What follows belongs to an exercise in optimizing a design on an open flow for small area, a short achievable clock period and few clock cycles; a production flow would make more cautious choices. In this exercise RTL edits were held to simulation tests only and were not proved equivalent to the original. Power and IR drop assume default switching activity.

==> yarrow: inputs <==
Design dsp_mac_ex_unit, start of the top module:
module dsp_mac_ex_unit #(
   parameter int ACC_W = 64
) (
   input  logic             clk,
   input  logic             rst,
   input  logic             start,
   input  logic [2:0]       op,
   input  logic [31:0]      rs1_val,
   input  logic [31:0]      rs2_val,
   input  logic [4:0]       rd_in,
   input  logic             ex_stall,
   input  logic             ex_flush,
   output logic             busy,
   output logic             result_valid,
   output logic [31:0]      result,
   output logic [4:0]       result_rd,
   output logic [ACC_W-1:0] acc_out
   , output logic           sat_flag
);
Settings: LEC_CHECK=0, ABC_CLOCK_PERIOD_IN_PS=5000, CAP_MARGIN=5, CORE_MARGIN=2, CORE_UTILIZATION=40, SETUP_SLACK_MARGIN=3.0, SLEW_MARGIN=5, SYNTH_HIERARCHICAL=1, SYNTH_MINIMUM_KEEP_SIZE=0; clock period 9.0 ns.
standard.sh (not shown) runs the stock make flow with config.mk's settings and CLKGATE_MAP_FILE= SYNTH_SCRIPT=/design/flow/synth_recipe.tcl, a recipe that flattens the netlist after the stock synthesis.
==> flow/flow/run.sh <==
#!/bin/bash
# Standard layout, with the port buffers made from a regular buffer cell.
export BUFFER_PORTS_ARGS="-buffer_cell sky130_fd_sc_hd__buf_2"
bash standard.sh > standard.log 2>&1
==> amber (differences from yarrow) <==
==> flow/run.sh (new file) <==
#!/bin/bash
# synth_recipe.tcl (not shown) runs the flow's synth.tcl, then flattens the netlist and writes it again
# the make line also repeats each setting of config.mk as NAME=value (left out here)
make -C /OpenROAD-flow-scripts/flow DESIGN_CONFIG=/design/flow/config.mk WORK_HOME=/design/flow/orfs CLKGATE_MAP_FILE= SYNTH_SCRIPT=/design/flow/synth_recipe.tcl finish
CAP_MARGIN = 20   (was 5)
SETUP_SLACK_MARGIN = 3.5   (was 3.0)
SLEW_MARGIN = 20   (was 5)
removed: flow/flow/run.sh
removed: flow/standard.sh
==> maple (differences from yarrow) <==
==> flow/run.sh (new file) <==
#!/bin/bash
# synth_recipe.tcl (not shown) runs the flow's synth.tcl, then flattens the netlist and writes it again
# the make line also repeats each setting of config.mk as NAME=value (left out here)
make -C /OpenROAD-flow-scripts/flow DESIGN_CONFIG=/design/flow/config.mk WORK_HOME=/design/flow/orfs CLKGATE_MAP_FILE= SYNTH_SCRIPT=/design/flow/synth_recipe.tcl finish
ABC_CLOCK_PERIOD_IN_PS = 4000   (was 5000)
CAP_MARGIN = 20   (was 5)
SETUP_SLACK_MARGIN = 4.5   (was 3.0)
SLEW_MARGIN = 20   (was 5)
removed: flow/flow/run.sh
removed: flow/standard.sh
==> qor summary <==
metric                                                                                      amber                    yarrow                      maple
Clock-pin slew of the registers on the worst-case setup and hold paths                    0.06 ns                   0.07 ns                    0.07 ns
Internal power summed over all cells                                                    0.00821 W                 0.00699 W                  0.00874 W
Core Util, Final                                                                            0.539                     0.450                      0.582
Final period util                                                                           0.649                     0.658                      0.675
Layout Cell Area excl Fill                                                             43300 um^2                36100 um^2                 46800 um^2
Routed length per placed instance                                                         31.1 um                   29.4 um                    32.2 um
Tmin final                                                                                5.84 ns                   5.93 ns                    6.07 ns
Hold endpoint                                                                              acc[0]                   acc[27]                    acc[36]
Part of the total power dissipated in combinational logic                                   0.812                     0.787                      0.823
Worst-path cell with the longest stage delay                            sky130_fd_sc_hd__a2111o_1  sky130_fd_sc_hd__xnor2_2  sky130_fd_sc_hd__edfxtp_1
Final setup skew                                                                        0.0264 ns                 0.0286 ns                  0.0313 ns
FF-to-FF Start                                                                             c_q[4]                    s_q[0]                    c_q[25]
Via Count                                                                                   29000                     27000                      30000
Clock network power share                                                                   0.059                     0.065                      0.054
Result of the run                                                                  finished clean            finished clean             finished clean
Count of clock-net buffers in the final layout                                                 28                        29                         28
Growth of design area from synthesis to finish                                              33.6%                     11.5%                      44.5%
Routability Congestion                                                                      0.931                     0.930                      0.966
Number of buffers other than clock buffers in the final layout                                579                       301                        707
Met2 Wirelength                                                                          59300 um                  53400 um                   65400 um
Testbench counts of yarrow, summed over its fixed seeds: cycles 9,600.
Testbench counts of amber, summed over its fixed seeds: cycles 9,600.
Testbench counts of maple, summed over its fixed seeds: cycles 9,600.

* * *

==> 08-18: inputs <==
Starting RTL as in the previous note.
// dsp_mac_ex_unit
module dsp_mac_ex_unit #(
   parameter int ACC_W = 64
) (
   input  logic             clk,
   input  logic             rst,
   input  logic             start,
   input  logic [2:0]       op,
   input  logic [31:0]      rs1_val,
   input  logic [31:0]      rs2_val,
   input  logic [4:0]       rd_in,
   input  logic             ex_stall,
   input  logic             ex_flush,
   output logic             busy,
   output logic             result_valid,
   output logic [31:0]      result,
   output logic [4:0]       result_rd,
   output logic [ACC_W-1:0] acc_out
   , output logic           sat_flag
);
export LEC_CHECK = 0
export ABC_CLOCK_PERIOD_IN_PS = 5000
export CAP_MARGIN = 20
export CORE_MARGIN = 2
export CORE_UTILIZATION = 40
export SETUP_SLACK_MARGIN = 3.0
export SLEW_MARGIN = 20
export SYNTH_HIERARCHICAL = 1
export SYNTH_MINIMUM_KEEP_SIZE = 0
create_clock -name core_clock -period 9.0 [get_ports {clk}]
==> flow/flow/run.sh <==
#!/bin/bash
# Standard layout, with the port buffers made from a regular buffer cell.
export BUFFER_PORTS_ARGS="-buffer_cell sky130_fd_sc_hd__buf_2"
bash standard.sh > standard.log 2>&1
==> inputs of 07-25, as changes to 08-18 <==
==> flow/flow/run.sh (replaced) <==
#!/bin/bash
# Standard layout, with the port buffers made from a regular buffer cell and
# timing repair free to pick any equivalent cell (not only the same footprint).
export BUFFER_PORTS_ARGS="-buffer_cell sky130_fd_sc_hd__buf_4"
bash standard.sh MATCH_CELL_FOOTPRINT=0 finish > standard.log 2>&1
--- a/flow/config.mk
+++ b/flow/config.mk
@@ -10,5 +10,5 @@
 export CORE_MARGIN = 2
 export CORE_UTILIZATION = 40
-export SETUP_SLACK_MARGIN = 3.0
+export SETUP_SLACK_MARGIN = 3.5
 export SLEW_MARGIN = 20
 export SYNTH_HIERARCHICAL = 1
==> inputs of 11-04, as changes to 08-18 <==
==> flow/flow/run.sh (replaced) <==
#!/bin/bash
# Standard layout, with the port buffers made from a regular buffer cell.
export BUFFER_PORTS_ARGS="-buffer_cell sky130_fd_sc_hd__buf_4"
bash standard.sh > standard.log 2>&1
--- a/flow/config.mk
+++ b/flow/config.mk
@@ -10,5 +10,5 @@
 export CORE_MARGIN = 2
 export CORE_UTILIZATION = 40
-export SETUP_SLACK_MARGIN = 3.0
+export SETUP_SLACK_MARGIN = 2.75
 export SLEW_MARGIN = 20
 export SYNTH_HIERARCHICAL = 1
==> inputs of 01-21, as changes to 08-18 <==
==> flow/flow/run.sh (replaced) <==
#!/bin/bash
# Standard layout, with the port buffers made from a regular buffer cell.
export BUFFER_PORTS_ARGS="-buffer_cell sky130_fd_sc_hd__buf_4"
bash standard.sh > standard.log 2>&1
--- a/flow/config.mk
+++ b/flow/config.mk
@@ -10,5 +10,5 @@
 export CORE_MARGIN = 2
 export CORE_UTILIZATION = 40
-export SETUP_SLACK_MARGIN = 3.0
+export SETUP_SLACK_MARGIN = 2.5
 export SLEW_MARGIN = 20
 export SYNTH_HIERARCHICAL = 1
==> comparison table <==
metric	11-04	08-18	07-25	01-21
Final WS setup	2.83 ns	3.06 ns	3.13 ns	2.61 ns
Clock Buffer Count	31	29	26	28
Capture point of the worst reg-to-reg path	acc[52]$_SDFFE_PP0P_	acc[40]$_SDFFE_PP0P_	acc[29]$_SDFFE_PP0P_	acc[32]$_SDFFE_PP0P_
Post-CTS setup buffers	24	19	111	1
End point of the critical path	result[29]	result[13]	result[5]	c_q[40]$_DFFE_PN_
Run status	timing/DRC/antenna clean	timing/DRC/antenna clean	timing/DRC/antenna clean	timing/DRC/antenna clean
Leakage power figure	0.0137 uW	0.0138 uW	0.0156 uW	0.0135 uW
Met1 Use GR	0.408	0.411	0.424	0.402
Critical register-to-register path startpoint	c_q[17]$_DFFE_PN_	s_q[0]$_DFFE_PN_	c_q[4]$_DFFE_PN_	s_q[17]$_DFFE_PN_
Total number of multi-input combinational cells	2580	2586	2591	2577
Insertion delay to the later sink of the worst-skew pair	0.54 ns	0.55 ns	0.54 ns	0.55 ns
TritonCTS Buffers	25	23	22	22
Max transition margin	0.311	0.176	0.300	0.210
Filler cell count in the final layout	7613	7628	6989	7684
Testbench counts of 08-18, summed over its fixed seeds: cycles 9,600.
Testbench counts of 07-25, summed over its fixed seeds: cycles 9,600.
Testbench counts of 11-04, summed over its fixed seeds: cycles 9,600.
Testbench counts of 01-21, summed over its fixed seeds: cycles 9,600.

[separate check: timing with driven ports]
The flow's constraints put no driver on any port. The routed layouts listed below were extracted and timed again, unchanged, in two steps. Step 1 (the two cells are an assumption about what drives the block):
set clk [get_ports {clk}]
set_driving_cell -lib_cell sky130_fd_sc_hd__clkbuf_16 $clk
set_driving_cell -lib_cell sky130_fd_sc_hd__buf_2 [delete_from_list [all_inputs] $clk]
Step 2, shift: input delay + t, output delay - t, t = (earliest + latest rising clock arrival at the registers) / 2. This alone moves slack from input paths to output paths. a / b / c = no drivers / after step 1 / after step 2; a / b = the first two.
run | t, ns | setup WS [ns] | clock arrival spread, ns | slew at the worst register clock pin (ns) | worst slew at a driven data input, ns
yarrow | 0.583 | 3.075 / 3.033 / 2.507 | 0.029 / 0.029 | 0.07 / 0.07 | 0.07
amber | 0.585 | 3.156 / 3.102 / 2.726 | 0.027 / 0.027 | 0.07 / 0.07 | 0.32
maple | 0.593 | 2.927 / 2.862 / 2.643 | 0.031 / 0.031 | 0.07 / 0.07 | 0.33
08-18 | 0.583 | 3.058 / 3.008 / 2.493 | 0.027 / 0.027 | 0.08 / 0.08 | 0.07
07-25 | 0.589 | 3.134 / 3.077 / 2.726 | 0.027 / 0.027 | 0.08 / 0.08 | 0.10
11-04 | 0.588 | 2.829 / 2.768 / 2.264 | 0.026 / 0.026 | 0.07 / 0.07 | 0.07
01-21 | 0.587 | 2.607 / 2.597 / 2.043 | 0.029 / 0.029 | 0.08 / 0.08 | 0.09
After both steps every run listed still meets setup and hold. For yarrow, which loses most, drivers alone change the setup slack by -0.042 ns; drivers and shift together by -0.568 ns.
